This is an optimization exercise on Yosys and OpenROAD, whose aim is small area, a short achievable clock period and few clock cycles, not a production implementation.
Where RTL was checked, it was by simulation tests only, not by an equivalence proof against the original.
No activity file was given, so power comes from the tool's default toggle rates.

== rev 12 ==
Design mesh_top, start of the top module:
module mesh_top (
    input  logic        clock,
    input  logic        reset,
    input  logic        block_all_paths,
    input  logic [3:0]  req_valid,
    input  logic [71:0] req,
    output logic [3:0]  req_ready,
    output logic [3:0]  recv_valid,
    output logic [3:0]  recv_last,
    output logic [7:0]  recv_src,
    output logic [31:0] recv_data
);
Size: roughly 540 cells after synthesis, about 100 flip-flops, ~130 I/O pins, roughly 5100 um^2 of cells after synthesis.
export LEC_CHECK = 0
export CAP_MARGIN = 20
export CORE_MARGIN = 2
export CORE_UTILIZATION = 40
export SETUP_SLACK_MARGIN = 2.2
export SLEW_MARGIN = 20
export TNS_END_PERCENT = 0
create_clock -name core_clock -period 3.8 [get_ports {clock}]
standard.sh (not shown) runs the stock make flow with config.mk's settings and CLKGATE_MAP_FILE= SYNTH_SCRIPT=/design/flow/synth_recipe.tcl, a recipe that flattens the netlist after the stock synthesis.
==> flow/flow/run.sh <==
#!/bin/bash
# Standard layout with two changes: every port is buffered by a plain buf_1
# (buffer_ports otherwise picks a slow clkdlybuf4s50_1), and clock tree
# synthesis adds no dummy load cells.
set -euo pipefail
bash standard.sh \
    "BUFFER_PORTS_ARGS=-buffer_cell sky130_fd_sc_hd__buf_1" \
    "CTS_ARGS=-sink_clustering_enable -repair_clock_nets -dont_use_dummy_load -buf_list sky130_fd_sc_hd__clkbuf_8" \
    finish > standard_flow.log 2>&1
For rev 13, these inputs were changed with respect to rev 12:
# rev 12
export LEC_CHECK = 0
export CAP_MARGIN = 20
export CORE_MARGIN = 2
export CORE_UTILIZATION = 40
export SETUP_SLACK_MARGIN = 2.2
export SLEW_MARGIN = 20
export TNS_END_PERCENT = 0
create_clock -name core_clock -period 3.8 [get_ports {clock}]
# rev 13
export LEC_CHECK = 0
export CAP_MARGIN = 20
export CORE_MARGIN = 2
export CORE_UTILIZATION = 50
export SETUP_SLACK_MARGIN = 2.2
export SLEW_MARGIN = 20
export TNS_END_PERCENT = 0
create_clock -name core_clock -period 3.8 [get_ports {clock}]
==> comparison <==
- Going from rev 12 to rev 13, post-CTS resize count grows by about 56%.
- ~same combined flip-flop and latch cell area in rev 12 and rev 13
- Per the comparison of rev 13 with rev 12, layout overhead on the synthesized area now sits at about the same level, final number of setup-violating endpoints has remained practically unchanged.
No run of this note included a check of the RTL's function; only the layout flow was run.

========
mesh_top, a different RTL version from the one above (not shown whole).
For scale: roughly 130 I/O pins, roughly 0.0050 mm² of cells after synthesis.
export LEC_CHECK = 0
export CAP_MARGIN = 20
export CORE_MARGIN = 2
export CORE_UTILIZATION = 40
export SETUP_SLACK_MARGIN = 2.2
export SLEW_MARGIN = 20
export TNS_END_PERCENT = 10
create_clock -name core_clock -period 3.8 [get_ports {clock}]
Scripts as last shown in full above: flow/flow/run.sh
Edit:
Settings changed: TNS_END_PERCENT 10 to 0.
After rerunning:
- The new run passed the timing, DRC and antenna checks
- critical path depth falls by 1
- power decreases by a few percent
- final cell count decreases by a few percent
- register-to-register slack is about the same
- wire length is lower by a few percent
- first-iteration DRC count goes down by about a fifth
- via count falls by a few percent
- synthesized area does not change
- worst setup slack barely changes
- global-route usage barely changes
- cell area came out lower by a few percent
Edit:
Settings changed: CORE_UTILIZATION 40 to 50.
=> Cell area shrinks by 0.61%; clock skew is about the same; routed wire length shrinks by 5.9%; area after synthesis stays the same; setup slack improved by 0.0098 ns; global-route usage grows by 3.6 points.
Edit:
Settings changed: CORE_UTILIZATION 50 to 40, TNS_END_PERCENT 0 to 30.
The new run went through all stages and came out clean.
Power came out higher by 11%.
Synthesized cell count does not change.
Via count rises by 5.7%.
Final cell count climbs by 9.4%.
Combinational power goes up by about 27%.
Worst setup slack gains 0.042 ns.
Non-clock buffer count increases by 37.
Worst hold slack is about the same.
Flip-flop and latch count is unchanged.
Wire length rises by 11%.
Function was not checked in any run of this note: the RTL went through the layout flow alone.

========
Setup of run A:
mesh_top, a different RTL version from the one above (not shown whole).
Size: roughly 510 cells after synthesis, roughly 130 I/O pins, about 5000 um2 of cells after synthesis.
clock: 3.8 ns
lec_check: 0
cap_margin: 20
core_margin: 2
core_utilization: 55
setup_slack_margin: 2.1
slew_margin: 20
tns_end_percent: 0
Scripts as last shown in full above: flow/flow/run.sh
Run A completed; timing, DRC and antenna clean
## Diff of input files: run B against run A
diff --git a/flow/config.mk b/flow/config.mk
--- a/flow/config.mk
+++ b/flow/config.mk
@@ -10,2 +10,2 @@
-export CORE_UTILIZATION = 55
-export SETUP_SLACK_MARGIN = 2.1
+export CORE_UTILIZATION = 40
+export SETUP_SLACK_MARGIN = 2.2
==> run notes <==
- Diff run A -> run B: met1 usage in global routing shows a reduction of 15 points, internal portion of total power shows an increase of about 1.9%.
- Compared with run A, run B shows final core utilization lower by 17 points.
- Re final worst-path cycle share: run A and run B aren't equal, and the higher value belongs to run A.
- Compared to run A, the routing of run B uses more wire.
- As of run B, count of placed standard cells in the final layout, fillers left out had risen by a little under 10% compared to run A.
- Run A → run B: switching power share of the total has decreased; number of search-and-repair iterations in the first detailed-routing pass has decreased.
For run C, these inputs were changed with respect to run B:
diff --git a/flow/config.mk b/flow/config.mk
--- a/flow/config.mk
+++ b/flow/config.mk
@@ -13 +12,0 @@
-export TNS_END_PERCENT = 0
==> run notes <==
- Diff run B..run C | number of CTS-inserted buffers | unchanged
- As far as area after synthesis goes, run B and run C are indistinguishable; the numbers are identical.
- Run C vs run B, clock share of power went down by 2.2 points.
- Run B vs run C, capturing element of the worst setup path: s_last[2] vs recv_src[1]
- When run C is measured against run B, its portion of the layout cell area used by non-clock buffers turns out 9.8 points higher.
- Compared with run B, in run C design area up 18%; via count went up by about 6.6%; combinational group share of total power climbed 10 points; wire length of the first global-routing pass now larger.
- For run B, the path type of the worst setup path was in -> reg, unlike run C, where it was reg -> out.
- Compared with run B, in run C power consumption increased 0.72 mW; worst setup slack decreased 32 ps.
For run D, these inputs were changed with respect to run C:
diff --git a/flow/config.mk b/flow/config.mk
--- a/flow/config.mk
+++ b/flow/config.mk
@@ -11 +11 @@
-export SETUP_SLACK_MARGIN = 2.2
+export SETUP_SLACK_MARGIN = 2.0
- Looking at setup slack on the worst flop-to-flop path, run D sits 80 ps lower than run C does.
- Run D gives less worst-case setup margin in the final layout than run C did.
- Comparing run D and run C, the lower total power is on run D.
- When run D is set beside run C, its proportion of power drawn by the clock network turns out to be 2.5 points larger.
- The lower leakage power summed over all cells of run D and run C is in run D.
- Compared with run C, run D shows a lower post-CTS setup-driven buffer insertion count.
- Between run D and run C, the difference in final clock skew is negligible.
- In run D, final critical-path required period is higher than in run C.
No functional check of the RTL was part of any run of this note.

========
mesh_top, a different RTL version from the one above (not shown whole).
For scale: about 480 cells after synthesis, ~80 flip-flops, about 130 I/O pins.
Design mesh_top, start of the top module:
module mesh_top (
    input  logic        clock,
    input  logic        reset,
    input  logic        block_all_paths,
    input  logic [3:0]  req_valid,
    input  logic [71:0] req,
    output logic [3:0]  req_ready,
    output logic [3:0]  recv_valid,
    output logic [3:0]  recv_last,
    output logic [7:0]  recv_src,
    output logic [31:0] recv_data
);
clock: 3.8 ns
lec_check: 0
cap_margin: 20
core_margin: 2
core_utilization: 40
slew_margin: 20
==> flow/flow/run.sh <==
#!/bin/bash
# Standard layout, with every port buffered by a plain buf_1 instead of the
# cell buffer_ports picks on its own (a slow clkdlybuf4s50_1).
set -euo pipefail
bash standard.sh "BUFFER_PORTS_ARGS=-buffer_cell sky130_fd_sc_hd__buf_1" finish > standard_flow.log 2>&1
The starting point finished clean.
Edit:
SETUP_SLACK_MARGIN = 1.0   (was unset)
Wire length barely changes.
Power stays flat.
Core utilization rose by 0.71 points.
Via count climbs by 0.59%.
Global-route usage hardly moves.
Final cell count is about the same.
Maximum frequency goes up by 6.7%.
Critical path depth is unchanged.
First-iteration DRC count does not change.
Setup slack improves by 0.19 ns.
Edit:
SETUP_SLACK_MARGIN = 1.6   (was 1.0)
What happened: Routed wire length rises by a few percent; cell area climbs by a few percent; total power decreases slightly; critical path depth does not change; non-clock buffer count climbs by 18; global-route usage falls by 0.32 points; combinational power rises by a few percent; worst hold slack loses 0.012 ns; core utilization rose by 3.0 points.
Function was not checked in any run of this note: the RTL went through the layout flow alone.

========
Setup of the reference run:
mesh_top, a different RTL version from the one above (not shown whole).
Size: ~92 flip-flops, about 0.0047 mm² of cells after synthesis.
export LEC_CHECK = 0
export CAP_MARGIN = 20
export CORE_MARGIN = 2
export CORE_UTILIZATION = 40
export SETUP_SLACK_MARGIN = 2.0
export SLEW_MARGIN = 20
create_clock -name core_clock -period 3.8 [get_ports {clock}]
==> flow/flow/run.sh <==
#!/bin/bash
# Standard layout with two changes: every port is buffered by a plain buf_1
# (buffer_ports otherwise picks a slow clkdlybuf4s50_1), and clock tree
# synthesis adds no dummy load cells.
set -euo pipefail
bash standard.sh \
    "BUFFER_PORTS_ARGS=-buffer_cell sky130_fd_sc_hd__buf_1" \
    "CTS_ARGS=-sink_clustering_enable -repair_clock_nets -dont_use_dummy_load -buf_list sky130_fd_sc_hd__clkbuf_8" \
    finish > standard_flow.log 2>&1
Testbench counts of the reference run, summed over its fixed seeds: cycles 11,356.
[inputs] the trial run vs the reference run
-- flow/flow/run.sh --
<<< the reference run, line 8
    "CTS_ARGS=-sink_clustering_enable -repair_clock_nets -dont_use_dummy_load -buf_list sky130_fd_sc_hd__clkbuf_8" \
>>> the trial run, line 8
    "CTS_ARGS=-sink_clustering_enable -repair_clock_nets -dont_use_dummy_load" \
## What came out
Diff the reference run -> the trial run: final standard cell utilization of the core went up by 1.9 points; synthesis-to-layout area growth went up by 4.6 points; total power went up by about 7%.
Reported for the reference run and the trial run, number of instances in the synthesized netlist turned out identical to the last digit.
The trial run vs. the reference run: fmax went up by 3.2%.
The trial run has leakage power summed over all cells above what the reference run had.

-- port drivers added, routing unchanged --
Ports are ideal in the flow. The routed layouts listed here were re-timed in OpenROAD. Step 1: set_driving_cell puts a clkbuf_16 on clock and a buf_2 on each other input, an assumption about the parent block. Step 2 times the ports against the registers' clock, not the clock port: input delays grow and output delays shrink by t, the midpoint of the rising clock arrivals with the driver on. Slacks: ideal / step 1 / step 2; pairs: ideal / step 1.
| run | shift t [ns] | setup slack, ns | clock arrival spread, ns |
|---|---|---|---|
| rev 12 | 0.410 | 1.924 / 1.935 / 1.524 | 0.017 / 0.017 |
| rev 13 | 0.383 | 1.978 / 1.980 / 1.598 | 0.034 / 0.033 |
| the first run of note 2 | 0.412 | 1.895 / 1.895 / 1.689 | 0.026 / 0.026 |
| the second run of note 2 | 0.408 | 1.897 / 1.897 / 1.613 | 0.026 / 0.026 |
| the third run of note 2 | 0.382 | 1.907 / 1.907 / 1.617 | 0.028 / 0.028 |
| the fourth run of note 2 | 0.388 | 1.949 / 1.949 / 1.580 | 0.018 / 0.018 |
| run A | 0.391 | 2.010 / 2.010 / 1.679 | 0.036 / 0.036 |
| run B | 0.394 | 2.108 / 2.090 / 1.725 | 0.025 / 0.025 |
| run C | 0.403 | 2.076 / 2.043 / 1.717 | 0.022 / 0.022 |
| run D | 0.392 | 1.979 / 1.986 / 1.594 | 0.023 / 0.023 |
| the first run of note 4 | 0.373 | 0.826 / 0.803 / 0.803 | 0.011 / 0.011 |
| the second run of note 4 | 0.374 | 1.014 / 0.990 / 0.953 | 0.011 / 0.011 |
| the third run of note 4 | 0.379 | 1.088 / 1.056 / 1.056 | 0.004 / 0.004 |
| the reference run | 0.394 | 1.869 / 1.837 / 1.591 | 0.017 / 0.017 |
| the trial run | 0.380 | 1.928 / 1.885 / 1.602 | 0.010 / 0.010 |
After both steps every run listed still meets setup and hold. For rev 12, which loses most, drivers alone change the setup slack by +0.011 ns; drivers and shift together by -0.400 ns.
